Context: an optimization exercise on an open-source flow, tuned for small area, a short achievable clock period and few clock cycles per item. The choices shown serve that exercise and are no tape-out recipe. No functional check of the RTL was part of any run shown here. Power and IR drop assume default switching activity.

**flow/flow/run.sh**
```bash
#!/bin/bash
# Standard ORFS layout, except that the port buffers use a small buffer cell
# (buf_1) instead of the delay-buffer cell buffer_ports picks by default;
# repair_design / repair_timing still resize them where needed.
set -euo pipefail
export BUFFER_PORTS_ARGS="-buffer_cell sky130_fd_sc_hd__buf_1"
bash standard.sh > standard.log 2>&1
```
**flow/standard.sh**
```bash
#!/bin/bash
# synth_recipe.tcl (not shown) runs the flow's synth.tcl, then flattens the netlist and writes it again
# the make line also repeats each setting of config.mk as NAME=value (left out here)
make -C /OpenROAD-flow-scripts/flow DESIGN_CONFIG=/design/flow/config.mk WORK_HOME=/design/flow/orfs CLKGATE_MAP_FILE= SYNTH_SCRIPT=/design/flow/synth_recipe.tcl "${@:-finish}"
```
**flow/config.mk**
```make
export PLATFORM = sky130hd
export DESIGN_NAME = wav_header_chunk_parser
export DESIGN_NICKNAME = wav_header_chunk_parser
export VERILOG_FILES = /design/flow/design.v
export SDC_FILE = /design/flow/constraint.sdc
export NUM_CORES = 4
export LEC_CHECK = 0
export ABC_CLOCK_PERIOD_IN_PS = 2000
export CAP_MARGIN = 20
export CORE_MARGIN = 2
export CORE_UTILIZATION = 55
export SETUP_SLACK_MARGIN = 3.3
export SLEW_MARGIN = 20
```
**flow/constraint.sdc**
```tcl
create_clock -name core_clock -period 5.5 [get_ports {clk}]
set_input_delay 1.1000 -clock core_clock [delete_from_list [all_inputs] [get_ports {clk}]]
set_output_delay 1.1000 -clock core_clock [all_outputs]
set_load 0.01 [all_outputs]
```
**flow/design.v**
```verilog
package wavp_pkg;
    localparam logic [3:0] ChunkLimitReset = 4'd10;
    localparam logic [2:0] StHeader      = 3'd0;
    localparam logic [2:0] StPayload     = 3'd1;
    localparam logic [2:0] StDone        = 3'd2;
    localparam logic [2:0] StBadRiff     = 3'd3;
    localparam logic [2:0] StBadWave     = 3'd4;
    localparam logic [2:0] StBadChannels = 3'd5;
    localparam logic [2:0] StNoData      = 3'd6;
    localparam logic [2:0] StTruncated   = 3'd7;
endpackage
import wavp_pkg::*;
module wav_header_chunk_parser (
    input  logic        clk,
    input  logic        rst_n,
    input  logic        in_valid,
    output logic        in_stall,
    input  logic [7:0]  byte_value,
    input  logic        end_of_file,
    input  logic        cfg_valid,
    output logic        cfg_ready,
    input  logic [3:0]  cfg_data,
    output logic        out_valid,
    input  logic        out_stall,
    output logic        payload_valid,
    output logic [7:0]  payload_byte,
    output logic        payload_last,
    output logic [15:0] audio_format,
    output logic [15:0] num_channels,
    output logic [31:0] sample_freq,
    output logic [15:0] bits_per_sample,
    output logic [31:0] payload_size,
    output logic [2:0]  status
);
    logic [5:0]  pos_q;              
    logic        first_q;            
    logic        ph_h, ph_w, ph_p;   
    logic [2:0]  st_q;               
    logic [15:0] fmt_q, ch_q, bits_q;
    logic [31:0] rate_q, psize_q;
    logic [31:0] cnt_q;              
    logic [2:0]  hc_q;               
    logic        skip_q;             
    logic        match_q;            
    logic [3:0]  chunks_q;
    logic [3:0]  limit_q;
    logic        ov_q, pv_q, pl_q;
    logic [7:0]  pb_q;
    logic [5:0]  pos_n;
    logic [2:0]  st_n;
    logic        phh_n, phw_n, php_n;
    logic [2:0]  hc_n;
    logic        skip_n, match_n;
    logic [3:0]  chunks_n;
    logic        pv_n, pl_n;
    logic        hold, acc, take, src_eof;
    logic        a_v, a_eof, b_v, b_eof;
    logic [7:0]  a_d, b_d;
    logic        live, chk;
    logic [7:0]  d;
    logic [31:0] size;
    logic [31:0] cnt_dec;
    logic [3:0]  chunks_dec;
    logic [7:0]  hdr_tag, id_tag;
    logic        p3, p11, p23;
    logic        hdr_ok, id_ok;
    logic        cnt_one, size_zero;
    logic        cnt_one_q, hz_q;
    logic        cnt_count, cnt_load, psize_load;
    assign hold      = ov_q & out_stall;
    assign in_stall  = b_v;
    assign take      = in_valid & ~b_v;
    assign acc       = a_v & ~hold;
    assign d         = a_d;
    assign src_eof   = a_eof;
    assign cfg_ready = 1'b1;
    assign p3         = (pos_q == 6'd3);
    assign p11        = (pos_q == 6'd11);
    assign p23        = (pos_q == 6'd23);
    assign live       = ph_h || ph_w || ph_p || (st_q == StDone);
    assign size       = {d, cnt_q[31:8]};
    assign cnt_dec    = cnt_q - 1'b1;
    assign chunks_dec = chunks_q - 1'b1;
    assign cnt_one    = cnt_one_q;
    assign size_zero  = (d == 8'd0) && hz_q;
    always_comb
    begin
        case (pos_q[1:0])
            2'd0:    hdr_tag = pos_q[3] ? 8'h57 : 8'h52;
            2'd1:    hdr_tag = pos_q[3] ? 8'h41 : 8'h49;
            2'd2:    hdr_tag = pos_q[3] ? 8'h56 : 8'h46;
            default: hdr_tag = pos_q[3] ? 8'h45 : 8'h46;
        endcase
        case (hc_q[1:0])
            2'd0:    id_tag = 8'h64;
            2'd1:    id_tag = 8'h61;
            2'd2:    id_tag = 8'h74;
            default: id_tag = 8'h61;
        endcase
    end
    assign hdr_ok = (d == hdr_tag) && (pos_q[1:0] == 2'd0 || match_q);
    assign id_ok  = (d == id_tag) && (hc_q[1:0] == 2'd0 || match_q);
    assign cnt_count  = ph_p || (ph_w && skip_q);
    assign cnt_load   = cnt_count || (ph_w && hc_q[2]);
    assign psize_load = ph_w && !skip_q && (hc_q == 3'd7) && (chunks_q != 4'd0) && match_q;
    always_comb
    begin
        phh_n    = ph_h;
        phw_n    = ph_w;
        php_n    = ph_p;
        st_n     = st_q;
        hc_n     = hc_q;
        skip_n   = skip_q;
        match_n  = match_q;
        chunks_n = chunks_q;
        pv_n     = 1'b0;
        pl_n     = 1'b0;
        chk = live && p23
              && !(d == 8'd0 && (ch_q[7:0] == 8'd1 || ch_q[7:0] == 8'd2));
        if (chk)
        begin
            phh_n = 1'b0;
            phw_n = 1'b0;
            php_n = 1'b0;
            st_n  = StBadChannels;
        end
        else if (ph_h)
        begin
            st_n    = StHeader;
            match_n = hdr_ok;
            if (p3 && !hdr_ok)
            begin
                phh_n = 1'b0;
                st_n  = StBadRiff;
            end
            else if (p11)
            begin
                phh_n = 1'b0;
                if (!hdr_ok)
                    st_n = StBadWave;
                else
                begin
                    phw_n    = 1'b1;
                    hc_n     = 3'd0;
                    skip_n   = 1'b0;
                    chunks_n = limit_q;
                end
            end
        end
        else if (ph_w)
        begin
            st_n = StHeader;
            if (skip_q)
                skip_n = !cnt_one;
            else
            begin
                hc_n = hc_q + 1'b1;
                if (!hc_q[2])
                    match_n = id_ok;
                else if (hc_q == 3'd7)
                begin
                    if (chunks_q == 4'd0)
                    begin
                        phw_n = 1'b0;
                        st_n  = StNoData;
                    end
                    else if (match_q)
                    begin
                        phw_n = 1'b0;
                        php_n = !size_zero;
                        st_n  = size_zero ? StDone : StPayload;
                    end
                    else
                    begin
                        chunks_n = chunks_dec;
                        skip_n   = !size_zero;
                        if (chunks_dec == 4'd0)
                        begin
                            phw_n = 1'b0;
                            st_n  = StNoData;
                        end
                    end
                end
            end
        end
        else if (ph_p)
        begin
            pv_n = 1'b1;
            st_n = StPayload;
            if (cnt_one)
            begin
                php_n = 1'b0;
                pl_n  = 1'b1;
                st_n  = StDone;
            end
        end
        if (src_eof)
        begin
            if (phh_n || php_n)
                st_n = StTruncated;
            else if (phw_n)
                st_n = StNoData;
            phh_n = 1'b1;
            phw_n = 1'b0;
            php_n = 1'b0;
        end
        if (src_eof)
            pos_n = 6'd0;
        else if (pos_q != 6'd36)
            pos_n = pos_q + 1'b1;
        else
            pos_n = pos_q;
    end
    always_ff @(posedge clk or negedge rst_n)
    begin
        if (!rst_n)
            limit_q <= ChunkLimitReset;
        else if (cfg_valid)
            limit_q <= cfg_data;
    end
    always_ff @(posedge clk or negedge rst_n)
    begin
        if (!rst_n)
        begin
            ov_q    <= 1'b0;
            a_v     <= 1'b0;
            b_v     <= 1'b0;
            pos_q   <= 6'd0;
            first_q <= 1'b1;
            ph_h    <= 1'b1;
            ph_w    <= 1'b0;
            ph_p    <= 1'b0;
        end
        else
        begin
            ov_q <= acc | hold;
            a_v  <= acc ? (b_v | take) : (a_v | take);
            b_v  <= b_v ? !acc : (take && a_v && !acc);
            if (acc)
            begin
                pos_q   <= pos_n;
                first_q <= src_eof;
                ph_h    <= phh_n;
                ph_w    <= phw_n;
                ph_p    <= php_n;
            end
        end
    end
    logic [7:0]  dcap;
    logic [9:0]  lane;
    logic [9:0]  lane_en;
    logic        psize_en, cnt_en;
    assign dcap = first_q ? 8'd0 : d;
    always_comb
    begin
        lane[0] = (pos_q == 6'd20);
        lane[1] = (pos_q == 6'd21);
        lane[2] = (pos_q == 6'd22);
        lane[3] = (pos_q == 6'd23);
        lane[4] = (pos_q == 6'd24);
        lane[5] = (pos_q == 6'd25);
        lane[6] = (pos_q == 6'd26);
        lane[7] = (pos_q == 6'd27);
        lane[8] = (pos_q == 6'd34);
        lane[9] = (pos_q == 6'd35);
        lane_en = acc ? (first_q ? 10'h3ff : (live ? lane : 10'd0)) : 10'd0;
    end
    always_ff @(posedge clk)
    begin
        if (lane_en[0]) fmt_q[7:0]    <= dcap;
        if (lane_en[1]) fmt_q[15:8]   <= dcap;
        if (lane_en[2]) ch_q[7:0]     <= dcap;
        if (lane_en[3]) ch_q[15:8]    <= dcap;
        if (lane_en[4]) rate_q[7:0]   <= dcap;
        if (lane_en[5]) rate_q[15:8]  <= dcap;
        if (lane_en[6]) rate_q[23:16] <= dcap;
        if (lane_en[7]) rate_q[31:24] <= dcap;
        if (lane_en[8]) bits_q[7:0]   <= dcap;
        if (lane_en[9]) bits_q[15:8]  <= dcap;
    end
    assign psize_en = acc && (first_q || psize_load);
    assign cnt_en   = acc && cnt_load;
    always_ff @(posedge clk)
    begin
        if (psize_en)
            psize_q <= first_q ? 32'd0 : size;
        if (cnt_en)
        begin
            cnt_q     <= cnt_count ? cnt_dec : size;
            cnt_one_q <= cnt_count ? (cnt_q == 32'd2)
                                   : (d == 8'd0 && cnt_q[31:16] == 16'd0 && cnt_q[15:8] == 8'd1);
            hz_q      <= (d == 8'd0 && cnt_q[31:16] == 16'd0);
        end
    end
    always_ff @(posedge clk)
    begin
        if (acc || !a_v)
        begin
            a_d   <= b_v ? b_d : byte_value;
            a_eof <= b_v ? b_eof : end_of_file;
        end
        if (!b_v)
        begin
            b_d   <= byte_value;
            b_eof <= end_of_file;
        end
    end
    always_ff @(posedge clk)
    begin
        if (acc)
        begin
            st_q     <= st_n;
            hc_q     <= hc_n;
            skip_q   <= skip_n;
            match_q  <= match_n;
            chunks_q <= chunks_n;
            pv_q     <= pv_n;
            pl_q     <= pl_n;
            pb_q     <= pv_n ? d : 8'd0;
        end
    end
    assign out_valid       = ov_q;
    assign payload_valid   = pv_q;
    assign payload_byte    = pb_q;
    assign payload_last    = pl_q;
    assign audio_format    = fmt_q;
    assign num_channels    = ch_q;
    assign sample_freq     = rate_q;
    assign bits_per_sample = bits_q;
    assign payload_size    = psize_q;
    assign status          = st_q;
endmodule
```
==> results of run 1 <==
==> cells in the mapped netlist, drive strengths merged, types with 6 or more instances <==
master,number
nor4,12
nand3,9
nand2,54
mux2,13
and2,11
clkbuf,25
buf,10
inv,19
xnor2,27
or3,7
nor3,22
o21ai,49
nor3b,6
a21oi,28
nand2b,7
ha,13
or4,7
nor2,38
dfxtp,9
nor2b,44
dfrtp,13
edfxtp,177
xor2,10
==> cells in the final DEF, fill, tap and decap left out, types with 7 or more instances in the layout <==
| master | count |
|---|---|
| edfxtp_1 | 177 |
| buf_1 | 139 |
| buf_4 | 60 |
| nand2_1 | 50 |
| nor2b_1 | 44 |
| o21ai_0 | 33 |
| xnor2_1 | 25 |
| clkbuf_16 | 21 |
| nor2_1 | 20 |
| a21oi_1 | 18 |
| o21ai_1 | 16 |
| mux2_2 | 13 |
| nor2_4 | 13 |
| inv_1 | 11 |
| nor3_1 | 11 |
| xor2_1 | 10 |
| and2_1 | 9 |
| dfxtp_1 | 9 |
| nor3_2 | 8 |
| a21oi_2 | 8 |
| dfrtp_1 | 8 |
| nand3_1 | 7 |
| nand2b_1 | 7 |
==> flip-flops by register name, indices dropped and copies added, names as in the netlist, 3 cells and up <==
signal and cells:
a_d 8, b_d 8, bits_q 16, ch_q 16, chunks_q 4, cnt_q 32, fmt_q 16, hc_q 3
limit_q 4, pb_q 8, pos_q 6, psize_q 32, rate_q 32, st_q 3
==> through the flow <==
| stage | hold slack [ns] | cell area (um2) |
|---|---|---|
| 6_report | 0.473 | 11400 |
| 3_3_place_gp | 0.453 | 9700 |
| 5_1_grt | 0.491 | 11400 |
| 2_1_floorplan | 0.446 | 9040 |
| 4_1_cts | 0.476 | 11000 |
| 3_5_place_dp | 0.463 | 9700 |
==> power breakdown <==
group | switching [uW] | leakage, uW | internal (uW)
registers | 337 | 0.00194 | 2310
clock network | 556 | 0.000327 | 845
logic | 1020 | 0.00158 | 574
total | 1910 | 0.00385 | 3730
==> logic make-up after synthesis <==
group / after synthesis
and+or+nand+nor: 241
muxes: 16
xor gates and xnor gates: 37
DFF: 203
adders and majority gates: 13
buffers and inverters: 54
other: 1
AOI/OAI and AO/OA: 114
==> routing by layer <==
metal | part of all wire [%] | wire length [um] | global-route usage, % | up-vias
li1 | - | - | - | 2885
met3 | 8.0 | 1730 | 4.19 | 43
met2 | 48 | 10400 | 40.0 | 287
met5 | 0 | 0 | 0 | -
met1 | 42 | 9020 | 34.3 | 3061
met4 | 2.2 | 482 | 7.82 | 0
==> final cells by class <==
type / instances / share of cell area (%)
inverter: 19 / 0.735
timing repair buffer: 210 / 9.72
sequential: 203 / 52.1
multi-input combinational: 424 / 29.1
timing repair inverter: 1 / 0.0658
clock buffer: 27 / 4.80
clock inverter: 10 / 1.13
tap: 216 / 2.37
==> how the worst max path moves through the flow <==
stage                     cells past startpoint  slack (ns)          end
after global routing                          8        2.89      st_q[2]
final                                         8        2.93      st_q[2]
after CTS                                     5        3.01      st_q[2]
after floorplan                               8        3.06      st_q[2]
after global placement                        6        2.08  chunks_q[1]
after detailed placement                      6        2.00  chunks_q[2]
==> repair_timing <==
action	4_1_cts	5_1_grt
hold buffers	0	0
cloned	3	0
resized for setup	56	55
setup endpoints to repair	193	163
setup buffers	43	22
pin swaps	19	30
==> qor.csv, run 1 <==
stage,metric,value,unit
run_status,status,finished clean,
final_layout,Register Area,5940,um2
routing,Routed wire per std cell,19.5,um
place,Post-DP HPWL,13400,um
clock_network,H-tree levels,1,
timing,Sum Neg Setup Slack,0,ns
critical_path,CP Cell Sequence,ha_1 > ha_2 > nand4b_1 > nor4b_4 > mux2i_2 > a211o_1 > a31oi_1 > or4_1,
logic_synthesis,Synth Area in Adders,1.84,%
die,area of the core,15800,um2
logic_synthesis,Post-synth top flop,edfxtp_1,
routing,# DRC,0,
logic_synthesis,Yosys Warn Count,1,
place,quantity of I/O buffers inserted on ports,144,
logic_synthesis,Synth Instances,679,
timing,final worst-path cycle share,46.7,%
flow_run,max-cap violations,0,
critical_path,critical path's largest stage delay,0.42,ns
die,die height,131,um
critical_path,"Data required, critical path",5.73,ns
final_layout,Area Growth Syn to Fin,28.8,%
clock_network,CTS Buffer Depth,3,
logic_synthesis,simple-gate share of the synthesized area,15.0,%
timing,Pins Over Slew Limit,0,
timing,unrepaired setup endpoints after global routing,true,
clock_network,total CTS buffers,21,
grt,global-route wire length before repair,32000,um
final_layout,Layout Cells excl Fill,1110,
clock_network,CTS tree,yes,
critical_path,Crit path max-delay family,simple AND/OR/NAND/NOR gates,
logic_synthesis,syn_nets,710,
routing,drt total wl,21600,um
logic_synthesis,Area contributors post-synth,"edfxtp_1 60%, dfrtp_1 3.7%, nor2b_1 3.1%",
grt,initial antenna violation count,0,
power,Leak,0.00385,uW
timing,PnR worst setup slack,2.93,ns
logic_synthesis,sequential element share of the synthesized area,66.9,%
clock_network,CTS root buf,clkbuf_16,
critical_path,CP Buf/Inv Count,0,
critical_path,FF-to-FF End,st_q[2],
final_layout,final core occ,72.1,%
critical_path,CP max stage cell,or4_1,
critical_path,CP startpoint kind,flip-flop,
grt,number of global-route vias before repair,5795,
timing,Slew @ Worst Pin,1.12,ns
logic_synthesis,Yosys reg bits,203,
grt,Total Routing Usage GR,24.6,%
die,cell row count,46,
logic_synthesis,number of synthesized flops with an enable pin,177,
die,die area,17100,um2
logic_synthesis,syn avg cell area,13.0,um2
critical_path,internal reg-to-reg setup slack,2.93,ns
clock_network,Worst-Skew Late Latency,0.49,ns
critical_path,critical path class,reg -> reg,
power,Power Total,5650,uW
timing,Clock Skew,0.00907,ns
final_layout,Antenna diodes,0,
die,Die Width,131,um
critical_path,Setup crit start,hc_q[1],
die,Starting Density,55.9,%
timing,Max Fclk,389,MHz
logic_synthesis,post-synthesis compound-gate area fraction,8.11,%
final_layout,combined area of the multi-input logic cells,3320,um2
place,post-placement cell count,1005,
min_path,hold path startpoint,b_d[7],
logic_synthesis,Netlist cell types,68,
logic_synthesis,largest family of logic cells by synthesized area,simple AND/OR/NAND/NOR gates,
routing,DRT antenna net count,0,
grt,largest net degree at the start of global routing,67,
min_path,hold crit path type,reg -> reg,
timing,Fin. Hold Viols,0,
critical_path,critical path peak fanout,3,
timing,final setup fails,0,
clock_network,CTS Sinks,203,
critical_path,R2R depth,8,
min_path,WHS Path Cells,1,
power,Max rail drop VDD,449,uV
power,cell area power density,495,nW/um2
routing,Avg Vias per Cell,5.65,
logic_synthesis,Mapped Area,8850,um2
final_layout,layout cells sized above 1,25.6,%
final_layout,Post-layout nets,911,
clock_network,register clock-pin slew on the reported worst setup and hold paths,0.07,ns
place,pre-CTS setup slack,2.00,ns
final_layout,fill count,1115,
logic_synthesis,area share of the largest cell type after synthesis,60.0,%
routing,routed via count,6276,
logic_synthesis,Synth Area in XOR/XNOR,3.66,%
critical_path,worst path arrival time,2.80,ns
critical_path,crit end category,flip-flop,
logic_synthesis,ys async rst share,8.37,%
min_path,Worst Hold End,b_d[7],
place,Placer Congestion,0.873,
grt,GR Overflow Total,0,
routing,DR pass1 iterations,5,
timing,post-route minimum period,2.57,ns
logic_synthesis,Yosys top cell by area,edfxtp_1,
critical_path,reg2reg start,hc_q[1],
die,number of primary I/O pins,146,
timing,Worst slew margin,25.1,%
logic_synthesis,portion of netlist area occupied by mux cells,1.99,%
routing,starting DRC count in detailed routing,476,
==> run 2: changes to the inputs <==
--- a/flow/design.v
+++ b/flow/design.v
@@ -64,3 +64,6 @@
     logic [7:0]  hdr_tag, id_tag;
-    logic        p3, p11, p23;
+    logic        p3, p11, p23, w7;
+    logic        p3_q, p11_q, p23_q;    
+    logic        w7_q;                  
+    logic        ch0_q, ch1_q;          
     logic        hdr_ok, id_ok;
@@ -76,5 +79,6 @@
     assign cfg_ready = 1'b1;
-    assign p3         = (pos_q == 6'd3);
-    assign p11        = (pos_q == 6'd11);
-    assign p23        = (pos_q == 6'd23);
+    assign p3         = p3_q;
+    assign p11        = p11_q;
+    assign p23        = p23_q;
+    assign w7         = w7_q && ph_w;
     assign live       = ph_h || ph_w || ph_p || (st_q == StDone);
@@ -104,3 +108,3 @@
     assign cnt_load   = cnt_count || (ph_w && hc_q[2]);
-    assign psize_load = ph_w && !skip_q && (hc_q == 3'd7) && (chunks_q != 4'd0) && match_q;
+    assign psize_load = w7 && !ch0_q && match_q;
     always_comb
@@ -159,5 +163,5 @@
                     match_n = id_ok;
-                else if (hc_q == 3'd7)
+                else if (w7)
                 begin
-                    if (chunks_q == 4'd0)
+                    if (ch0_q)
                     begin
@@ -176,3 +180,3 @@
                         skip_n   = !size_zero;
-                        if (chunks_dec == 4'd0)
+                        if (ch1_q)
                         begin
@@ -229,2 +233,5 @@
             first_q <= 1'b1;
+            p3_q    <= 1'b0;
+            p11_q   <= 1'b0;
+            p23_q   <= 1'b0;
             ph_h    <= 1'b1;
@@ -240,2 +247,5 @@
             begin
+                p3_q    <= !src_eof && (pos_q == 6'd2);
+                p11_q   <= !src_eof && (pos_q == 6'd10);
+                p23_q   <= !src_eof && (pos_q == 6'd22);
                 pos_q   <= pos_n;
@@ -316,2 +326,5 @@
             chunks_q <= chunks_n;
+            ch0_q    <= (chunks_n == 4'd0);
+            ch1_q    <= (chunks_n == 4'd1);
+            w7_q     <= ph_w && !skip_q && (hc_q == 3'd6);
             pv_q     <= pv_n;
--- a/flow/config.mk
+++ b/flow/config.mk
@@ -7,3 +7,2 @@
 export LEC_CHECK = 0
-export ABC_CLOCK_PERIOD_IN_PS = 2000
 export CAP_MARGIN = 20
==> run 2 against run 1 <==
Compared with the run above:
- critical path depth decreased by 2
- cell count increased by 2.7%
- critical path type unchanged
- count of clock-buffer cells in the layout increased by 7
- largest power group unchanged
- non-clock buffer count unchanged
- fmax decreased by 4.0%
- total power increased by 2.7%
- first-iteration DRC count increased by 20%
- critical endpoint is now hz_q
- core utilization increased by 0.63 points
- sequential cell count increased by 6
- register-to-register slack got worse by 0.11 ns
- final area increased by 1.6%
- largest cell class unchanged
- area after synthesis increased by 1.6%
==> qor.csv, run 2 <==
stage,metric,value,unit
final_layout,Post-layout nets,937,
clock_network,Worst-Skew Late Latency,0.49,ns
logic_synthesis,number of synthesized flops with an enable pin,180,
logic_synthesis,syn avg cell area,12.8,um2
clock_network,H-tree levels,1,
critical_path,crit end category,flip-flop,
min_path,hold crit path type,reg -> reg,
grt,global-route wire length before repair,33600,um
clock_network,total CTS buffers,22,
routing,Avg Vias per Cell,5.68,
logic_synthesis,area share of the largest cell type after synthesis,60.1,%
critical_path,critical path peak fanout,3,
power,Leak,0.00401,uW
logic_synthesis,Synth Instances,704,
logic_synthesis,most frequent cell after synthesis,edfxtp_1,
place,Post-DP HPWL,13500,um
die,number of primary I/O pins,146,
logic_synthesis,Yosys reg bits,209,
timing,final setup fails,0,
flow_run,max-cap violations,0,
logic_synthesis,ys async rst share,9.57,%
timing,Sum Neg Setup Slack,0,ns
routing,DRT antenna net count,0,
logic_synthesis,Yosys top cell by area,edfxtp_1,
timing,Max Fclk,374,MHz
final_layout,"leading cell type in the layout, fill and taps excluded",edfxtp_1,
routing,DR pass1 iterations,5,
logic_synthesis,Post-synth top flop,edfxtp_1,
critical_path,critical path class,reg -> reg,
final_layout,Area Growth Syn to Fin,28.8,%
die,area of the core,15900,um2
final_layout,layout cells sized above 1,22.1,%
clock_network,CTS root buf,clkbuf_16,
logic_synthesis,Yosys Warn Count,1,
run_status,status,finished clean,
grt,number of global-route vias before repair,6155,
logic_synthesis,Synth top cells by count,"180 x edfxtp_1, 64 x nand2_1, 49 x nor2_1",
logic_synthesis,Area contributors post-synth,"edfxtp_1 60%, dfrtp_1 4.5%, nor2b_1 2.9%",
final_layout,most frequent cells in the layout,"180 x edfxtp_1, 143 x buf_1, 61 x nand2_1, 59 x buf_4, 42 x o21ai_0",
timing,Fin. Hold Viols,0,
timing,Worst slew margin,38.6,%
routing,drt total wl,21900,um
clock_network,hold buffer count at cts,0,
clock_network,CTS Sinks,209,
die,Starting Density,56.4,%
logic_synthesis,Netlist cell types,63,
place,quantity of I/O buffers inserted on ports,144,
timing,post-route minimum period,2.68,ns
clock_network,register clock-pin slew on the reported worst setup and hold paths,0.06,ns
power,Power Total,5800,uW
routing,starting DRC count in detailed routing,573,
grt,Total Routing Usage GR,24.4,%
routing,# DRC,0,
timing,Pins Over Slew Limit,0,
die,die area,17400,um2
final_layout,Antenna diodes,0,
die,cell row count,46,
grt,initial antenna violation count,0,
timing,Slew @ Worst Pin,0.919,ns
routing,Routed wire per std cell,19.2,um
critical_path,worst path arrival time,3.02,ns
grt,largest net degree at the start of global routing,67,
logic_synthesis,Mapped Area,9000,um2
grt,GR Overflow Total,0,
critical_path,CP startpoint kind,flip-flop,
die,die height,132,um
place,Placer Congestion,0.899,
timing,unrepaired setup endpoints after global routing,true,
critical_path,"Data required, critical path",5.85,ns
timing,Clock Skew,0.0101,ns
logic_synthesis,sequential element share of the synthesized area,67.7,%
final_layout,top flop regs,"cnt_q (32), psize_q (32), rate_q (32)",
final_layout,fill count,1129,
logic_synthesis,syn_nets,733,
power,Max rail drop VDD,372,uV
power,cell area power density,500,nW/um2
die,Die Width,132,um
routing,routed via count,6477,
clock_network,CTS tree,yes,
timing,final worst-path cycle share,48.6,%
clock_network,CTS Buffer Depth,3,
==> run 2: cell count changes after synthesis, moves of 5 or more <==
| cell | change |
|---|---|
| nor2_1 | +13 |
| nand2_1 | +10 |
| o21ai_1 | -7 |
| clkbuf_1 | +6 |
| o41ai_1 | +6 |
| a21oi_1 | +5 |
| buf_2 | -5 |
| nand3_1 | +5 |
| or4_1 | -5 |
==> run 2: metal layers <==
layer	global-route usage, %	share of wire (%)
met5	0	0
met4	7.67	2.7
met3	3.31	5.0
met2	41.9	51
met1	32.6	41
==> run 2: timing repair <==
action / CTS / global route
gates resized for setup: 64 / 34
gates cloned: 3 / 0
pin swaps: 15 / 28
setup endpoints to repair: 214 / 136
setup buffers: 40 / 23
==> run 2: final timing paths <==
path                       cells past startpoint    endpoint      start  slack, ns
hold / removal                                 1      b_d[5]     b_d[5]       0.47
setup / recovery                               6        hz_q  cnt_q[19]       2.82
setup reg to reg                               6        hz_q  cnt_q[19]       2.82
hold reg to reg                                1      b_d[5]     b_d[5]       0.47
min in group asynchronous                      2         b_v      rst_n       0.58
max in group asynchronous                      2  limit_q[3]      rst_n       4.63
==> run 2: cell families (layout without fill, tap and decap cells) <==
family | Yosys count | in the layout | synth area share, %
buf+inv | 54 | 272 | 2.31
simple gates | 260 | 261 | 15.1
compound gates | 121 | 122 | 8.21
fa+ha+maj | 11 | 11 | 1.53
mux | 16 | 16 | 1.95
xor+xnor | 32 | 32 | 3.12
other cells | 1 | 1 | 0.0417
flops | 209 | 209 | 67.7
==> run 2: critical path, stage by stage (launching register included) <==
cell and delay, ns:
edfxtp_1 0.39, or3_4 0.42, or4_4 0.43, or4_4 0.46
nor3_4 0.20, or4b_4 0.51, nor2_1 0.13
==> run 2: stage by stage <==
step	setup WS (ns)	std cells	util (%)	instance area (um2)	hold slack, ns
6_report	2.82	1140	72.7	11600	0.474
5_1_grt	2.74	1140	72.7	11600	0.486
4_1_cts	2.82	1117	70.6	11300	0.479
3_5_place_dp	2.49	1034	62.0	9890	0.465
3_3_place_gp	2.54	1034	62.0	9890	0.452
2_1_floorplan	2.91	704	-	9220	0.446
==> run 2: final cells by class <==
type / instances / area (um2) / share of cell area (%)
inverter: 21 / 87.6 / 0.756
timing repair buffer: 210 / 1090 / 9.38
sequential: 209 / 6100 / 52.6
clock inverter: 6 / 85.1 / 0.734
tap: 216 / 270 / 2.33
clock buffer: 34 / 658 / 5.68
multi-input combinational: 443 / 3290 / 28.4
timing repair inverter: 1 / 7.51 / 0.0648
==> run 2: power by group <==
group | total, uW | switching, uW | internal [uW]
Clock | 1490 | 570 | 919
Sequential | 2630 | 280 | 2350
Combinational | 1680 | 1100 | 580
==> run 3: changes to the inputs <==
--- a/flow/config.mk
+++ b/flow/config.mk
@@ -10,3 +10,3 @@
 export CORE_UTILIZATION = 55
-export SETUP_SLACK_MARGIN = 3.3
+export SETUP_SLACK_MARGIN = 3.0
 export SLEW_MARGIN = 20
==> run 3 against run 2 <==
Compared with the run above:
- sequential power increased by 2%
- worst setup slack worse by 0.016 ns
- critical path depth unchanged
- core utilization shrank 1.3 points
- sequential cell count did not move
- final area fell by 1.7%
- via count decreased by 1.2%
- synthesized cell count unchanged
- wire length is 1.5% lower
- first-iteration DRC count is 6.5% lower
- count of clock-buffer cells in the layout fell by 5
- area after synthesis unchanged
- critical path type unchanged
==> qor.csv, run 3 <==
stage,metric,value,unit
logic_synthesis,most frequent cell after synthesis,edfxtp_1,
critical_path,Worst path depth,6,
final_layout,most frequent cells in the layout,"180 x edfxtp_1, 144 x buf_1, 63 x nand2_1, 42 x o21ai_0, 42 x buf_4",
critical_path,"Data required, critical path",5.85,ns
critical_path,critical path class,reg -> reg,
clock_network,Worst-Skew Late Latency,0.50,ns
critical_path,CP Cell Sequence,or3_4 > or4_4 > or4_4 > nor3_4 > or4b_4 > nor3_2,
critical_path,critical path peak fanout,3,
power,Leak,0.00395,uW
timing,Sum Neg Setup Slack,0,ns
routing,DR pass1 iterations,5,
power,cell area power density,514,nW/um2
die,Starting Density,56.4,%
logic_synthesis,sequential element share of the synthesized area,67.7,%
clock_network,H-tree levels,1,
critical_path,internal reg-to-reg setup slack,2.81,ns
timing,Fin. Hold Viols,0,
timing,Max Fclk,372,MHz
timing,Slew @ Worst Pin,0.927,ns
routing,# DRC,0,
place,Placed Area,9780,um2
clock_network,total CTS buffers,22,
die,die area,17400,um2
min_path,hold crit path type,reg -> reg,
timing,PnR worst setup slack,2.81,ns
logic_synthesis,Synth top cells by count,"180 x edfxtp_1, 64 x nand2_1, 49 x nor2_1",
grt,initial antenna violation count,0,
logic_synthesis,Post-synth top flop,edfxtp_1,
critical_path,crit end category,flip-flop,
grt,GR Overflow Total,0,
logic_synthesis,syn_nets,733,
critical_path,reg2reg start,cnt_q[21],
logic_synthesis,area share of the largest cell type after synthesis,60.1,%
die,cell row count,46,
critical_path,R2R depth,6,
place,Post-DP HPWL,13700,um
die,Die Width,132,um
grt,Total Routing Usage GR,23.5,%
final_layout,Area Growth Syn to Fin,26.6,%
grt,global-route wire length before repair,32500,um
power,Max rail drop VDD,334,uV
logic_synthesis,ys async rst share,9.57,%
final_layout,"leading cell type in the layout, fill and taps excluded",edfxtp_1,
timing,Clock Skew,0.0154,ns
final_layout,post-route cell area,11400,um2
die,number of primary I/O pins,146,
critical_path,critical path's largest stage delay,0.52,ns
place,quantity of I/O buffers inserted on ports,144,
timing,unrepaired setup endpoints after global routing,true,
routing,routed via count,6402,
critical_path,"most used cell, CP",or4_4,
die,die height,132,um
timing,post-route minimum period,2.69,ns
routing,Avg Vias per Cell,5.70,
final_layout,Post-layout nets,920,
clock_network,CTS tree,yes,
clock_network,CTS Buffer Depth,3,
routing,drt total wl,21500,um
timing,final worst-path cycle share,48.9,%
logic_synthesis,Mapped Area,9000,um2
clock_network,CTS Sinks,209,
timing,Worst slew margin,38.0,%
final_layout,Antenna diodes,0,
logic_synthesis,Yosys reg bits,209,
routing,starting DRC count in detailed routing,536,
die,area of the core,15900,um2
place,Placer Congestion,0.848,
run_status,status,finished clean,
final_layout,top flop regs,"cnt_q (32), psize_q (32), rate_q (32)",
clock_network,CTS root buf,clkbuf_16,
clock_network,hold buffer count at cts,0,
critical_path,CP startpoint kind,flip-flop,
critical_path,FF-to-FF End,cnt_one_q,
logic_synthesis,Synth Instances,704,
flow_run,max-cap violations,0,
final_layout,fill count,1140,
timing,final setup fails,0,
critical_path,CP max stage cell,or4b_4,
routing,DRT antenna net count,0,
place,post-placement cell count,1035,
clock_network,register clock-pin slew on the reported worst setup and hold paths,0.06,ns
critical_path,Setup crit start,cnt_q[21],
critical_path,CP endpoint,cnt_one_q,
final_layout,layout cells sized above 1,19.2,%
critical_path,Crit path max-delay family,simple AND/OR/NAND/NOR gates,
critical_path,CP Buf/Inv Count,0,
logic_synthesis,Area contributors post-synth,"edfxtp_1 60%, dfrtp_1 4.5%, nor2b_1 2.9%",
logic_synthesis,Yosys Warn Count,1,
grt,number of global-route vias before repair,5941,
logic_synthesis,Netlist cell types,63,
routing,Routed wire per std cell,19.2,um
critical_path,worst path arrival time,3.04,ns
logic_synthesis,Yosys top cell by area,edfxtp_1,
final_layout,Layout Cells excl Fill,1123,
logic_synthesis,syn avg cell area,12.8,um2
timing,Pins Over Slew Limit,0,
place,pre-CTS setup slack,2.36,ns
grt,largest net degree at the start of global routing,67,
logic_synthesis,number of synthesized flops with an enable pin,180,
==> run 3: changes by cell type in the layout (fill, tap and decap cells not counted), sizes merged <==
cell | before | now
clkinvlp | 2 | 1
bufinv | 2 | 4
inv | 21 | 22
buf | 210 | 194
clkbuf | 34 | 29
clkinv | 3 | 5
==> run 3: worst reg2reg max path, cell delays in order (launching register included) <==
cell      delay (ns)
edfxtp_1        0.41
or3_4           0.41
or4_4           0.44
or4_4           0.47
nor3_4          0.14
or4b_4          0.52
nor3_2          0.16
==> run 3: cells by family after synthesis <==
group / Yosys count / synth area share (%)
adders and majority gates: 11 / 1.53
buffers and inverters: 54 / 2.31
AOI/OAI and AO/OA: 121 / 8.21
DFF: 209 / 67.7
muxes: 16 / 1.95
and+or+nand+nor: 260 / 15.1
other: 1 / 0.0417
xor gates and xnor gates: 32 / 3.12
==> run 3: cell type report <==
| cell class | count | area, um2 | area share [%] |
|---|---|---|---|
| inverters | 21 | 83.8 | 0.736 |
| repair buffers | 194 | 946 | 8.31 |
| multi-input cells | 443 | 3160 | 27.8 |
| clock inverters | 11 | 164 | 1.44 |
| well taps | 216 | 270 | 2.37 |
| clock buffers | 29 | 661 | 5.80 |
| flip-flops and latches | 209 | 6100 | 53.6 |
==> run 3: how the worst min path moves through the flow <==
| stage | slack (ns) | endpoint | cells after the start | from |
|---|---|---|---|---|
| finish | 0.47 | b_eof | 1 | b_eof |
| floorplan | 0.45 | b_eof | 1 | b_eof |
| global placement | 0.45 | b_d[3] | 1 | b_d[3] |
| detailed placement | 0.46 | b_eof | 1 | b_eof |
| CTS | 0.47 | b_eof | 1 | b_eof |
| global route | 0.49 | b_d[2] | 1 | b_d[2] |
==> run 3: layer usage <==
layer | global-route usage, % | routed length, um
met1 | 31.5 | 8920
met2 | 39.5 | 10600
met3 | 3.84 | 1270
met4 | 7.91 | 728
met5 | 0 | 0
==> run 3: metrics by stage <==
step	util (%)	hold WS, ns	total power [uW]
5_1_grt	71.4	0.488	6130
4_1_cts	68.8	0.475	5700
2_1_floorplan	-	0.446	3400
3_5_place_dp	61.3	0.461	3920
6_report	71.4	0.474	5850
3_3_place_gp	61.3	0.451	3880
==> run 3: what timing repair did <==
action	4_1_cts	5_1_grt
gates cloned	1	1
buffers inserted	25	21
setup endpoints to repair	52	144
endpoints found under the hold margin	0	0
gates resized for setup	34	60
pin swaps	6	24
==> run 3: report_power, final <==
group	internal [uW]	switching (uW)	leakage, uW
Sequential	2350	339	0.00201
Combinational	540	988	0.00154
Clock	1040	597	0.000400
==> run 4: changes to the inputs <==
--- a/flow/design.v
+++ b/flow/design.v
@@ -62,2 +62,4 @@
     logic [31:0] cnt_dec;
+    logic [3:0]  cz_q;               
+    logic [3:0]  cz_n, brw;
     logic [3:0]  chunks_dec;
@@ -70,3 +72,3 @@
     logic        cnt_one, size_zero;
-    logic        cnt_one_q, hz_q;
+    logic        cnt_one_q;
     logic        cnt_count, cnt_load, psize_load;
@@ -85,6 +87,14 @@
     assign size       = {d, cnt_q[31:8]};
-    assign cnt_dec    = cnt_q - 1'b1;
+    assign brw = {cz_q[2] & cz_q[1] & cz_q[0], cz_q[1] & cz_q[0], cz_q[0], 1'b1};
+    always_comb
+    begin
+        for (int k = 0; k < 4; k++)
+        begin
+            cnt_dec[8*k +: 8] = brw[k] ? cnt_q[8*k +: 8] - 8'd1 : cnt_q[8*k +: 8];
+            cz_n[k]           = brw[k] ? (cnt_q[8*k +: 8] == 8'd1) : cz_q[k];
+        end
+    end
     assign chunks_dec = chunks_q - 1'b1;
     assign cnt_one    = cnt_one_q;
-    assign size_zero  = (d == 8'd0) && hz_q;
+    assign size_zero  = (d == 8'd0) && (cz_q[3:1] == 3'b111);
     always_comb
@@ -299,5 +309,5 @@
             cnt_q     <= cnt_count ? cnt_dec : size;
-            cnt_one_q <= cnt_count ? (cnt_q == 32'd2)
-                                   : (d == 8'd0 && cnt_q[31:16] == 16'd0 && cnt_q[15:8] == 8'd1);
-            hz_q      <= (d == 8'd0 && cnt_q[31:16] == 16'd0);
+            cz_q      <= cnt_count ? cz_n : {d == 8'd0, cz_q[3:1]};
+            cnt_one_q <= cnt_count ? (cz_q[3:1] == 3'b111 && cnt_q[7:0] == 8'd2)
+                                   : (d == 8'd0 && cz_q[3:2] == 2'b11 && cnt_q[15:8] == 8'd1);
         end
--- a/flow/config.mk
+++ b/flow/config.mk
@@ -10,3 +10,3 @@
 export CORE_UTILIZATION = 55
-export SETUP_SLACK_MARGIN = 3.0
+export SETUP_SLACK_MARGIN = 3.3
 export SLEW_MARGIN = 20
==> run 4 against run 3 <==
Compared with the run above:
- critical path depth grew 3
- worst hold slack gained 0.0023 ns
- worst setup slack gained 0.13 ns
- largest power group unchanged
==> qor.csv, run 4 <==
stage,metric,value,unit
critical_path,"Data required, critical path",5.73,ns
die,Starting Density,55.8,%
routing,# DRC,0,
critical_path,critical path class,reg -> reg,
critical_path,worst path arrival time,2.79,ns
critical_path,CP Buf/Inv Count,1,
clock_network,CTS root buf,clkbuf_16,
logic_synthesis,Synth Instances,704,
grt,initial antenna violation count,0,
clock_network,H-tree levels,1,
critical_path,reg2reg start,pos_q[1],
grt,GR Overflow Total,0,
timing,final worst-path cycle share,46.5,%
min_path,hold crit path type,reg -> reg,
timing,Worst slew margin,31.0,%
critical_path,Crit path max-delay family,simple AND/OR/NAND/NOR gates,
clock_network,CTS Buffer Depth,3,
place,Placed Area,9990,um2
logic_synthesis,number of synthesized flops with an enable pin,183,
logic_synthesis,ys async rst share,9.43,%
final_layout,Area Growth Syn to Fin,26.4,%
logic_synthesis,Area contributors post-synth,"edfxtp_1 60%, dfrtp_1 4.4%, ha_1 2.5%",
routing,DR pass1 iterations,5,
logic_synthesis,syn_nets,740,
clock_network,register clock-pin slew on the reported worst setup and hold paths,0.06,ns
logic_synthesis,Synth top cells by count,"183 x edfxtp_1, 55 x nand2_1, 52 x nor2_1",
final_layout,final core occ,70.6,%
clock_network,Worst-Skew Late Latency,0.50,ns
place,Post-DP HPWL,14100,um
critical_path,critical path peak fanout,7,
logic_synthesis,Post-synth top flop,edfxtp_1,
timing,Fin. Hold Viols,0,
clock_network,hold buffer count at cts,0,
timing,unrepaired setup endpoints after global routing,true,
routing,routed via count,6436,
die,die area,17700,um2
critical_path,Setup crit start,pos_q[1],
final_layout,"leading cell type in the layout, fill and taps excluded",edfxtp_1,
critical_path,internal reg-to-reg setup slack,2.94,ns
critical_path,CP startpoint kind,flip-flop,
logic_synthesis,area share of the largest cell type after synthesis,60.0,%
clock_network,CTS Sinks,212,
clock_network,total CTS buffers,22,
grt,largest net degree at the start of global routing,55,
die,Die Width,133,um
clock_network,CTS tree,yes,
die,area of the core,16400,um2
logic_synthesis,Yosys top cell by area,edfxtp_1,
timing,Clock Skew,0.0209,ns
timing,Sum Neg Setup Slack,0,ns
routing,starting DRC count in detailed routing,507,
critical_path,critical path's largest stage delay,0.53,ns
final_layout,Post-layout nets,931,
place,Placer Congestion,0.818,
logic_synthesis,syn avg cell area,13.0,um2
final_layout,most frequent cells in the layout,"183 x edfxtp_1, 143 x buf_1, 52 x nand2_1, 42 x buf_4, 39 x nor2_1",
grt,Total Routing Usage GR,24.6,%
timing,final setup fails,0,
logic_synthesis,most frequent cell after synthesis,edfxtp_1,
logic_synthesis,Yosys Warn Count,1,
routing,drt total wl,22100,um
final_layout,layout cells sized above 1,20.9,%
critical_path,CP Cell Sequence,inv_4 > ha_4 > nor2_2 > or4_4 > nor4_4 > nand3_2 > or3_4 > nand4_1 > nor3b_2,
grt,number of global-route vias before repair,6275,
logic_synthesis,sequential element share of the synthesized area,67.5,%
final_layout,top flop regs,"cnt_q (32), psize_q (32), rate_q (32)",
timing,Hold Worst Slack,0.476,ns
die,die height,133,um
die,number of primary I/O pins,146,
flow_run,max-cap violations,0,
logic_synthesis,Netlist cell types,61,
power,cell area power density,516,nW/um2
grt,global-route wire length before repair,34200,um
timing,Pins Over Slew Limit,0,
run_status,status,finished clean,
routing,Avg Vias per Cell,5.70,
timing,Slew @ Worst Pin,1.03,ns
logic_synthesis,Mapped Area,9160,um2
die,cell row count,47,
routing,Routed wire per std cell,19.6,um
timing,post-route minimum period,2.56,ns
place,quantity of I/O buffers inserted on ports,144,
final_layout,fill count,1171,
final_layout,post-route cell area,11600,um2
power,Max rail drop VDD,473,uV
min_path,hold path startpoint,b_d[7],
power,Leak,0.00399,uW
critical_path,CP max stage cell,or4_4,
logic_synthesis,Yosys reg bits,212,
final_layout,Antenna diodes,0,
timing,Max Fclk,391,MHz
critical_path,crit end category,flip-flop,
routing,DRT antenna net count,0,
-- run 4: cell types whose count changed in the layout (fill, tap and decap cells not counted), moves of 7 or more --
| cell | delta |
|---|---|
| nor2_2 | -7 |
| ha_1 | +7 |
| xnor2_1 | -7 |
| nand2b_1 | +8 |
| o21ai_0 | -7 |
| nand2_1 | -11 |
-- run 4: cell families (layout without fill, tap and decap cells) --
logic type / Yosys count / in the layout / share of synthesized area [%]
compound gates: 119 / 120 / 8.25
xor+xnor: 27 / 27 / 2.58
fa+ha+maj: 18 / 18 / 2.46
buf+inv: 61 / 264 / 2.84
flops: 212 / 212 / 67.5
mux: 15 / 15 / 1.82
other cells: 1 / 1 / 0.0409
simple gates: 251 / 253 / 14.5
-- run 4: worst register-to-register path, stage by stage (launching register included) --
cell and delay [ns]:
dfrtp_2 0.45, inv_4 0.11, ha_4 0.19, nor2_2 0.05, or4_4 0.53, nor4_4 0.20, nand3_2 0.18, or3_4 0.36
nand4_1 0.15, nor3b_2 0.07
-- run 4: layout make-up --
class                           count  area, um2  share of cell area (%)
Clock inverter                      8       86.3                   0.746
Multi-Input combinational cell    434       3270                    28.3
Inverter                           28        113                   0.973
Sequential cell                   212       6200                    53.5
Timing Repair Buffer              197        987                    8.53
Clock buffer                       31        647                    5.59
Tap cell                          220        275                    2.38
-- run 4: through the flow --
| step | total power [uW] | std cells | setup WS [ns] |
|---|---|---|---|
| global route | 6240 | 1130 | 2.83 |
| detailed placement | 4030 | 1037 | 2.46 |
| global placement | 3990 | 1037 | 2.53 |
| CTS | 5760 | 1110 | 2.97 |
| finish | 5970 | 1130 | 2.94 |
| floorplan | 3520 | 704 | 2.96 |
-- run 4: per-layer routing --
layer | global-route usage (%) | vias to the layer above | wire (um)
li1 | - | 2981 | -
met1 | 35.5 | 3121 | 9470
met2 | 39.5 | 291 | 10600
met3 | 3.45 | 43 | 1590
met4 | 7.29 | 0 | 490
met5 | 0 | - | 0
-- run 4: final timing paths --
kind                                 end  depth (start not counted)
worst min register to register    b_d[7]                          1
worst max register to register     ch1_q                          9
min in group asynchronous       pos_q[3]                          2
worst max-delay path               ch1_q                          9
worst min-delay path              b_d[7]                          1
max in group asynchronous        first_q                          2
-- run 4: timing repair --
item                                    CTS  global route
gates cloned                              2             2
buffers inserted                         32            18
hold endpoints to repair                  0             0
gates resized for setup                  61            36
endpoints found under the setup margin  187           110
pin swaps                                21            18
-- run 4: power breakdown --
| group | switching, uW | leakage (uW) | internal (uW) |
|---|---|---|---|
| Clock | 586 | 0.000361 | 910 |
| Sequential | 330 | 0.00204 | 2380 |
| Combinational | 1120 | 0.00159 | 644 |
==> run 5: changes to the inputs <==
--- a/flow/config.mk
+++ b/flow/config.mk
@@ -10,3 +10,3 @@
 export CORE_UTILIZATION = 55
-export SETUP_SLACK_MARGIN = 3.3
+export SETUP_SLACK_MARGIN = 3.0
 export SLEW_MARGIN = 20
==> run 5 against run 4 <==
Compared with the run above:
- cell count is 2.3% lower
- largest power group unchanged
- sequential power hardly changed
- register-to-register slack worse by 0.05 ns
- non-clock buffer count is 25 lower
- critical path type unchanged
- critical path depth stayed put
- global-route usage is 0.66 points lower
- clock skew is 0.0048 ns lower
- synthesized cell count stayed put
- fmax is 1.9% lower
==> qor.csv, run 5 <==
stage,metric,value,unit
logic_synthesis,syn_nets,740,
grt,number of global-route vias before repair,6186,
routing,starting DRC count in detailed routing,513,
final_layout,Register Area,6190,um2
critical_path,internal reg-to-reg setup slack,2.89,ns
grt,Total Routing Usage GR,24.0,%
final_layout,combined area of the multi-input logic cells,3070,um2
critical_path,Crit path max-delay family,simple AND/OR/NAND/NOR gates,
grt,GR Overflow Total,0,
die,die area,17700,um2
routing,Avg Vias per Cell,5.67,
clock_network,hold buffer count at cts,0,
logic_synthesis,Area contributors post-synth,"edfxtp_1 60%, dfrtp_1 4.4%, ha_1 2.5%",
final_layout,Post-layout nets,904,
clock_network,register clock-pin slew on the reported worst setup and hold paths,0.07,ns
timing,Clock Skew,0.0161,ns
place,quantity of I/O buffers inserted on ports,144,
power,Leak,0.00383,uW
clock_network,CTS root buf,clkbuf_16,
critical_path,worst path arrival time,2.96,ns
min_path,hold crit path type,reg -> reg,
logic_synthesis,ys async rst share,9.43,%
timing,final setup fails,0,
critical_path,critical path class,reg -> reg,
grt,largest net degree at the start of global routing,55,
place,Post-DP HPWL,14300,um
critical_path,CP Buf/Inv Count,1,
logic_synthesis,number of synthesized flops with an enable pin,183,
die,Die Width,133,um
min_path,hold path startpoint,b_d[5],
die,Starting Density,55.8,%
grt,initial antenna violation count,0,
place,Placer Congestion,0.860,
die,die height,133,um
grt,met1 GRT Util,34.0,%
grt,busiest layer in global routing,met2,
logic_synthesis,Post-synth top flop,edfxtp_1,
final_layout,top flop regs,"cnt_q (32), psize_q (32), rate_q (32)",
clock_network,total CTS buffers,22,
logic_synthesis,syn avg cell area,13.0,um2
grt,met3 usage,3.79,%
critical_path,R2R depth,9,
min_path,WHS Path Cells,1,
grt,GR Util met2,38.7,%
critical_path,CP max stage cell,dfrtp_2,
logic_synthesis,Mapped Area,9160,um2
final_layout,"leading cell type in the layout, fill and taps excluded",edfxtp_1,
grt,global-route wire length before repair,33500,um
final_layout,layout cells sized above 1,16.4,%
final_layout,Area Growth Syn to Fin,22.3,%
logic_synthesis,most frequent cell after synthesis,edfxtp_1,
die,number of primary I/O pins,146,
run_status,status,finished clean,
timing,Slew @ Worst Pin,1.03,ns
routing,drt total wl,21300,um
timing,Sum Neg Setup Slack,0,ns
timing,Fin. Hold Viols,0,
timing,post-route minimum period,2.61,ns
die,cell row count,47,
routing,routed via count,6262,
power,cell area power density,522,nW/um2
place,pre-CTS setup slack,2.39,ns
timing,PnR worst setup slack,2.89,ns
logic_synthesis,Netlist cell types,61,
critical_path,crit end category,flip-flop,
critical_path,CP startpoint kind,flip-flop,
final_layout,fill count,1220,
timing,Worst slew margin,31.3,%
logic_synthesis,Yosys top cell by area,edfxtp_1,
routing,# DRC,0,
logic_synthesis,sequential element share of the synthesized area,67.5,%
timing,unrepaired setup endpoints after global routing,true,
routing,DR pass1 iterations,5,
timing,Max Fclk,383,MHz
routing,DRT antenna net count,0,
routing,Routed wire per std cell,19.3,um
critical_path,FF-to-FF End,ch1_q,
timing,Pins Over Slew Limit,0,
final_layout,most frequent cells in the layout,"183 x edfxtp_1, 144 x buf_1, 52 x nand2_1, 40 x nor2_1",
logic_synthesis,Yosys Warn Count,1,
clock_network,CTS tree,yes,
logic_synthesis,area share of the largest cell type after synthesis,60.0,%
clock_network,Worst-Skew Late Latency,0.50,ns
logic_synthesis,Yosys reg bits,212,
critical_path,critical path's largest stage delay,0.48,ns
power,Max rail drop VDD,420,uV
final_layout,Antenna diodes,0,
logic_synthesis,Synth top cells by count,"183 x edfxtp_1, 55 x nand2_1, 52 x nor2_1",
logic_synthesis,Synth Instances,704,
timing,final worst-path cycle share,47.4,%
critical_path,"most used cell, CP",nor3b_2,
critical_path,"Data required, critical path",5.85,ns
min_path,Worst Hold End,b_d[5],
clock_network,CTS Buffer Depth,3,
critical_path,reg2reg start,pos_q[1],
flow_run,max-cap violations,0,
clock_network,H-tree levels,1,
die,area of the core,16400,um2
critical_path,CP Cell Sequence,inv_4 > ha_2 > nor3b_2 > xor2_2 > nor4_4 > a311o_2 > o211ai_2 > nand4_1 > nor3b_2,
critical_path,critical path peak fanout,5,
clock_network,CTS Sinks,212,
run 5: cell counts after synthesis:
Identical to the previous run, type by type.
run 5: worst max-delay path by stage:
stage	startpoint	to	slack (ns)	cells past startpoint
2_1_floorplan	pos_q[1]	hc_q[0]	2.95	9
3_3_place_gp	out_stall	chunks_q[2]	2.47	4
3_5_place_dp	out_stall	ph_p	2.39	5
4_1_cts	a_d[2]	ch1_q	2.87	7
5_1_grt	pos_q[1]	ch1_q	2.77	9
6_report	pos_q[1]	ch1_q	2.89	9
run 5: logic make-up (layout without fill, tap and decap cells):
| kind of cell | count (synthesis) | after routing | share of synthesized area, % |
|---|---|---|---|
| flops | 212 | 212 | 67.5 |
| xor+xnor | 27 | 27 | 2.58 |
| mux | 15 | 15 | 1.82 |
| fa+ha+maj | 18 | 18 | 2.46 |
| other cells | 1 | 1 | 0.0409 |
| compound gates | 119 | 119 | 8.25 |
| simple gates | 251 | 252 | 14.5 |
| buf+inv | 61 | 240 | 2.84 |
run 5: cell type report:
type	instances	share of cell area [%]
Multi-Input combinational cell	432	27.4
Tap cell	220	2.46
Clock buffer	26	5.24
Inverter	28	1.03
Sequential cell	212	55.3
Timing Repair Buffer	172	6.80
Clock inverter	14	1.78
run 5: power breakdown:
group          switching, uW  leakage, uW  internal [uW]
registers                334      0.00204           2380
logic                   1020      0.00140            528
clock network            587     0.000385            998
run 5: worst register-to-register path, cell delays in order (launching register included):
cell	delay, ns
dfrtp_2	0.48
inv_4	0.10
ha_2	0.25
nor3b_2	0.25
xor2_2	0.38
nor4_4	0.11
a311o_2	0.43
o211ai_2	0.09
nand4_1	0.18
nor3b_2	0.21
run 5: routing by layer:
metal / share of wire [%] / vias to the layer above
met2: 47 / 266
met4: 2.1 / 0
met5: 0 / -
met3: 6.7 / 36
met1: 44 / 3052
li1: - / 2908
run 5: repair_timing:
item                       CTS  global route
pin swaps                    7             3
gates cloned                 1             0
setup endpoints to repair  124           134
buffers inserted            20             6
gates resized for setup     30            27
run 5: per-stage QoR:
stage | std cells | power (uW) | utilization [%] | hold WS (ns) | cell area (um2)
after floorplan | 704 | 3510 | - | 0.446 | 9260
after global routing | 1104 | 6110 | 68.3 | 0.501 | 11200
after CTS | 1098 | 5760 | 67.3 | 0.478 | 11000
after detailed placement | 1037 | 4010 | 60.6 | 0.458 | 9950
after global placement | 1037 | 3970 | 60.6 | 0.461 | 9940
final | 1104 | 5850 | 68.3 | 0.478 | 11200
==> run 6: changes to the inputs <==
--- a/flow/config.mk
+++ b/flow/config.mk
@@ -10,3 +10,4 @@
 export CORE_UTILIZATION = 55
-export SETUP_SLACK_MARGIN = 3.0
+export CTS_BUF_LIST = sky130_fd_sc_hd__clkbuf_4
+export SETUP_SLACK_MARGIN = 3.3
 export SLEW_MARGIN = 20
==> run 6 against run 5 <==
Compared with the run above:
- still clean
- fmax is 0.58% lower
- wire length is 5.3% higher
- sequential share of layout area is 2.4 points lower
- clock power is about 20% lower
- synthesized cell count stayed put
- area after synthesis stayed put
- combinational power is 19% higher
- clock skew is 0.014 ns higher
- count of clock-buffer cells in the layout is 47 higher
- critical path type unchanged
- critical endpoint unchanged
- largest cell class unchanged
- largest power group unchanged
==> qor.csv, run 6 <==
stage,metric,value,unit
die,area of the core,16400,um2
die,die area,17700,um2
clock_network,hold buffer count at cts,0,
place,Post-DP HPWL,14100,um
logic_synthesis,Yosys top cell by area,edfxtp_1,
clock_network,register clock-pin slew on the reported worst setup and hold paths,0.08,ns
die,Starting Density,55.8,%
run_status,status,finished clean,
logic_synthesis,Netlist cell types,61,
logic_synthesis,Synth Instances,704,
grt,global-route wire length before repair,34900,um
critical_path,internal reg-to-reg setup slack,2.88,ns
timing,PnR worst setup slack,2.88,ns
routing,# DRC,0,
routing,DR pass1 iterations,5,
grt,initial antenna violation count,1,
place,pre-CTS setup slack,2.46,ns
routing,drt total wl,22400,um
critical_path,critical path peak fanout,7,
critical_path,CP startpoint kind,flip-flop,
timing,final setup fails,0,
logic_synthesis,syn_nets,740,
clock_network,total CTS buffers,52,
timing,Clock Skew,0.0298,ns
critical_path,CP max stage cell,or4_4,
routing,Routed wire per std cell,18.8,um
critical_path,critical path class,reg -> reg,
place,Placer Congestion,0.818,
logic_synthesis,ys async rst share,9.43,%
critical_path,Crit path max-delay family,simple AND/OR/NAND/NOR gates,
final_layout,Area Growth Syn to Fin,27.9,%
logic_synthesis,Mapped Area,9160,um2
critical_path,FF-to-FF End,ch1_q,
routing,Avg Vias per Cell,5.62,
die,die height,133,um
die,number of primary I/O pins,146,
grt,largest net degree at the start of global routing,55,
timing,Fin. Hold Viols,0,
power,Leak,0.00438,uW
logic_synthesis,area share of the largest cell type after synthesis,60.0,%
routing,routed via count,6688,
timing,Worst slew margin,32.8,%
flow_run,max-cap violations,0,
min_path,hold crit path type,in -> async,
place,quantity of I/O buffers inserted on ports,144,
logic_synthesis,most frequent cell after synthesis,edfxtp_1,
clock_network,Worst-Skew Late Latency,0.66,ns
final_layout,top flop regs,"cnt_q (32), psize_q (32), rate_q (32)",
die,Die Width,133,um
critical_path,CP Cell Sequence,inv_4 > ha_4 > nor2_2 > or4_4 > nor4_4 > nand3_2 > or3_4 > nand4_1 > nor3b_2,
grt,number of global-route vias before repair,6548,
critical_path,Worst path depth,9,
logic_synthesis,number of synthesized flops with an enable pin,183,
grt,Total Routing Usage GR,25.2,%
die,cell row count,47,
critical_path,CP Buf/Inv Count,1,
logic_synthesis,Synth top cells by count,"183 x edfxtp_1, 55 x nand2_1, 52 x nor2_1",
routing,starting DRC count in detailed routing,430,
final_layout,"leading cell type in the layout, fill and taps excluded",edfxtp_1,
timing,Max Fclk,381,MHz
timing,post-route minimum period,2.62,ns
critical_path,reg2reg start,pos_q[1],
critical_path,CP endpoint,ch1_q,
critical_path,"Data required, critical path",5.89,ns
timing,Slew @ Worst Pin,1.01,ns
critical_path,R2R depth,9,
timing,unrepaired setup endpoints after global routing,true,
power,Max rail drop VDD,510,uV
grt,GR Overflow Total,0,
routing,DRT antenna net count,0,
critical_path,crit end category,flip-flop,
timing,final worst-path cycle share,47.7,%
final_layout,fill count,1193,
critical_path,critical path's largest stage delay,0.54,ns
logic_synthesis,sequential element share of the synthesized area,67.5,%
clock_network,H-tree levels,2,
clock_network,CTS tree,yes,
critical_path,Setup crit start,pos_q[1],
final_layout,layout cells sized above 1,36.1,%
final_layout,Post-layout nets,970,
logic_synthesis,syn avg cell area,13.0,um2
clock_network,CTS Buffer Depth,3,
timing,Pins Over Slew Limit,0,
critical_path,worst path arrival time,3.01,ns
logic_synthesis,Area contributors post-synth,"edfxtp_1 60%, dfrtp_1 4.4%, ha_1 2.5%",
logic_synthesis,Yosys reg bits,212,
logic_synthesis,Post-synth top flop,edfxtp_1,
clock_network,CTS Sinks,212,
power,cell area power density,495,nW/um2
timing,Sum Neg Setup Slack,0,ns
final_layout,most frequent cells in the layout,"183 x edfxtp_1, 99 x clkbuf_2, 73 x clkbuf_4, 53 x buf_4, 52 x nand2_1",
clock_network,CTS root buf,clkbuf_4,
logic_synthesis,Yosys Warn Count,1,
run 6: cell count changes in the layout (fill, tap and decap cells not counted), moves of 12 or more:
| cell | change |
|---|---|
| buf_1 | -108 |
| buf_4 | +28 |
| clkbuf_16 | -23 |
| clkbuf_2 | +99 |
| clkbuf_4 | +73 |
| clkinv_1 | +12 |
run 6: timing repair:
action | 4_1_cts | 5_1_grt
endpoints found under the setup margin | 311 | 260
cloned | 1 | 1
resized for setup | 71 | 134
buffers inserted | 34 | 27
hold endpoints to repair | 0 | 0
pin swaps | 21 | 23
run 6: per-stage QoR:
step	area [um2]	total power [uW]	std cells	utilization, %	hold WS [ns]
6_report	11700	5790	1191	71.4	0.402
3_5_place_dp	9990	4030	1037	60.9	0.465
3_3_place_gp	9980	3990	1037	60.8	0.455
5_1_grt	11700	6100	1191	71.4	0.387
4_1_cts	11200	5580	1162	68.2	0.365
2_1_floorplan	9310	3520	704	-	0.446
run 6: layout make-up:
class                   instances  area (um2)  share of cell area (%)
diodes                          1        2.50                  0.0214
well taps                     220         275                    2.35
multi-input cells             432        3250                    27.8
inverters                      28         113                   0.961
clock buffers                  73         548                    4.68
repair buffers                208        1230                    10.5
clock inverters                17         100                   0.854
flip-flops and latches        212        6200                    52.9
run 6: worst register-to-register path, stage by stage, from the launching register on:
cell and delay [ns]:
dfrtp_2 0.47, inv_4 0.11, ha_4 0.19, nor2_2 0.04, or4_4 0.54, nor4_4 0.20
nand3_2 0.17, or3_4 0.40, nand4_1 0.16, nor3b_2 0.07
run 6: cells by family after synthesis:
family,synth area share (%)
AO/OA/AOI/OAI,8.25
XOR/XNOR,2.58
adder cells (fa/ha/maj),2.46
buffers and inverters,2.84
flip-flops,67.5
multiplexers,1.82
other,0.0409
AND/OR/NAND/NOR,14.5
run 6: worst min path at each step:
| stage | end | slack, ns |
|---|---|---|
| floorplan | b_eof | 0.45 |
| global placement | b_eof | 0.45 |
| detailed placement | b_d[7] | 0.47 |
| CTS | p23_q | 0.37 |
| global route | p23_q | 0.39 |
| finish | p3_q | 0.40 |
run 6: report_power, final:
part / internal, uW / switching (uW) / leakage (uW)
Sequential: 2380 / 306 / 0.00204
Clock: 659 / 609 / 0.000380
Combinational: 704 / 1140 / 0.00196
Total: 3740 / 2050 / 0.00438
run 6: per-layer routing:
layer	GRT usage, %	wire (um)	vias up
met5	0	0	-
met1	35.2	9470	3247
met2	40.0	10800	317
met3	4.90	1630	51
met4	8.90	473	0
li1	-	-	3073
==> run 7: changes to the inputs <==
--- a/flow/config.mk
+++ b/flow/config.mk
@@ -10,3 +10,4 @@
 export CORE_UTILIZATION = 55
-export CTS_BUF_LIST = sky130_fd_sc_hd__clkbuf_4
+export CTS_BUF_LIST = sky130_fd_sc_hd__clkbuf_8
+export CTS_CLUSTER_SIZE = 30
 export SETUP_SLACK_MARGIN = 3.3
==> run 7 against run 6 <==
Compared with the run above:
- non-clock buffer count decreased by 8
- area after synthesis unchanged
- count of clock-buffer cells in the layout decreased by 38
- worst setup slack improved by 0.10 ns
- via count decreased by 3.8%
- sequential power about the same
- fmax increased by 4.0%
- wire length decreased by 2.8%
- critical path type unchanged
- largest power group unchanged
==> qor.csv, run 7 <==
stage,metric,value,unit
logic_synthesis,number of synthesized flops with an enable pin,183,
routing,routed via count,6433,
timing,PnR worst setup slack,2.98,ns
timing,Clock Skew,0.0201,ns
run_status,status,finished clean,
routing,DRT antenna net count,0,
critical_path,CP max stage cell,or4_4,
timing,Fin. Hold Viols,0,
die,die height,133,um
logic_synthesis,area share of the largest cell type after synthesis,60.0,%
grt,Total Routing Usage GR,25.1,%
die,cell row count,47,
grt,GR Overflow Total,0,
clock_network,register clock-pin slew on the reported worst setup and hold paths,0.06,ns
logic_synthesis,largest family of logic cells by synthesized area,simple AND/OR/NAND/NOR gates,
logic_synthesis,Netlist cell types,61,
final_layout,Antenna diodes,0,
min_path,hold crit path type,reg -> reg,
routing,Routed wire per std cell,18.9,um
final_layout,fill count,1210,
critical_path,critical path class,reg -> reg,
logic_synthesis,syn_nets,740,
logic_synthesis,post-synthesis compound-gate area fraction,8.25,%
timing,Slew @ Worst Pin,1.04,ns
timing,Pins Over Slew Limit,0,
critical_path,CP startpoint kind,flip-flop,
clock_network,H-tree levels,2,
critical_path,worst path arrival time,2.79,ns
flow_run,max-cap violations,0,
clock_network,CTS root buf,clkbuf_8,
logic_synthesis,ys async rst share,9.43,%
final_layout,"leading cell type in the layout, fill and taps excluded",edfxtp_1,
critical_path,"Data required, critical path",5.77,ns
clock_network,CTS Buffer Depth,3,
logic_synthesis,most frequent cell after synthesis,edfxtp_1,
grt,initial antenna violation count,0,
clock_network,CTS tree,yes,
logic_synthesis,Mapped Area,9160,um2
grt,global-route wire length before repair,34600,um
logic_synthesis,syn avg cell area,13.0,um2
grt,number of global-route vias before repair,6445,
timing,Sum Neg Setup Slack,0,ns
clock_network,hold buffer count at cts,0,
power,Max rail drop VDD,526,uV
timing,final setup fails,0,
place,pre-CTS setup slack,2.46,ns
die,Starting Density,55.8,%
die,die area,17700,um2
clock_network,CTS Sinks,212,
logic_synthesis,sequential element share of the synthesized area,67.5,%
logic_synthesis,Synth Area in Adders,2.46,%
die,area of the core,16400,um2
logic_synthesis,Post-synth top flop,edfxtp_1,
power,cell area power density,502,nW/um2
final_layout,layout cells sized above 1,22.6,%
timing,unrepaired setup endpoints after global routing,true,
place,Post-DP HPWL,14100,um
clock_network,Worst-Skew Late Latency,0.52,ns
timing,final worst-path cycle share,45.9,%
logic_synthesis,Area contributors post-synth,"edfxtp_1 60%, dfrtp_1 4.4%, ha_1 2.5%",
timing,Hold Worst Slack,0.474,ns
timing,post-route minimum period,2.52,ns
final_layout,Post-layout nets,945,
logic_synthesis,Synth Instances,704,
power,Leak,0.00401,uW
die,Die Width,133,um
logic_synthesis,Synth Area in XOR/XNOR,2.58,%
logic_synthesis,Yosys Warn Count,1,
place,Placer Congestion,0.818,
critical_path,CP Cell Sequence,inv_4 > ha_4 > nor2_2 > or4_4 > nor4_4 > nand3_2 > or3_4 > nand4_1 > nor3_1,
critical_path,critical path peak fanout,7,
==> run 7: what timing repair did <==
item / in CTS / in global routing
cloned: 2 / 0
endpoints found under the setup margin: 193 / 152
gates resized for setup: 56 / 42
buffers inserted: 33 / 20
pin swaps: 21 / 15
==> run 7: metrics by stage <==
stage / util [%] / cells / cell area, um2 / power, uW
floorplan: - / 704 / 9310 / 3520
global placement: 60.8 / 1037 / 9980 / 3990
detailed placement: 60.9 / 1037 / 9990 / 4030
CTS: 67.9 / 1133 / 11100 / 5600
global route: 69.9 / 1153 / 11500 / 6060
finish: 69.9 / 1153 / 11500 / 5760
==> run 7: routing by layer <==
metal | up-vias | GRT usage, % | routed length [um] | part of all wire, %
li1 | 3003 | - | - | -
met1 | 3119 | 35.7 | 9540 | 44
met2 | 276 | 39.8 | 10400 | 48
met3 | 35 | 4.75 | 1470 | 6.7
met4 | 0 | 7.17 | 351 | 1.6
met5 | - | 0 | 0 | 0
==> run 7: layout make-up <==
cell class / instances / area [um2] / share of cell area (%)
clock buffers: 35 / 482 / 4.20
clock inverters: 26 / 191 / 1.67
inverters: 28 / 113 / 0.981
multi-input cells: 432 / 3200 / 27.9
flip-flops and latches: 212 / 6200 / 54.0
well taps: 220 / 275 / 2.40
repair buffers: 200 / 1020 / 8.90
==> run 7: path summary, 6_finish.rpt <==
check	startpoint	end	slack, ns	cells after the start
worst max-delay path	pos_q[1]	ch0_q	2.98	9
worst min-delay path	b_d[2]	b_d[2]	0.47	1
worst max register to register	pos_q[1]	ch0_q	2.98	9
worst min register to register	b_d[2]	b_d[2]	0.47	1
max in group asynchronous	rst_n	first_q	4.68	2
min in group asynchronous	rst_n	limit_q[0]	0.54	2
==> run 7: cells by family after synthesis <==
kind of cell               count (synthesis)
buffers and inverters                     61
and+or+nand+nor                          251
AOI/OAI and AO/OA                        119
xor gates and xnor gates                  27
adders and majority gates                 18
other                                      1
muxes                                     15
DFF                                      212
==> run 7: power by group <==
group / internal, uW / total (uW) / leakage, uW / switching, uW
clock: 737 / 1340 / 0.000370 / 603
combinational: 632 / 1730 / 0.00160 / 1100
sequential: 2380 / 2690 / 0.00204 / 313
==> run 7: worst max-delay path, delay by kind of cell (launching register included) <==
kind	cells	cell delay, ns
AND/OR/NAND/NOR	7	1.51
flip-flops	1	0.46
adder cells (fa/ha/maj)	1	0.19
buffers and inverters	1	0.10

Re-timed with assumed drivers on the ports (clkbuf_16 on the clock, buf_2 on other inputs), run 7 has 2.977 ns of setup slack against 2.977 ns with ideal ports, and 2.807 ns once port delays also move by the mid clock arrival of 0.555 ns.
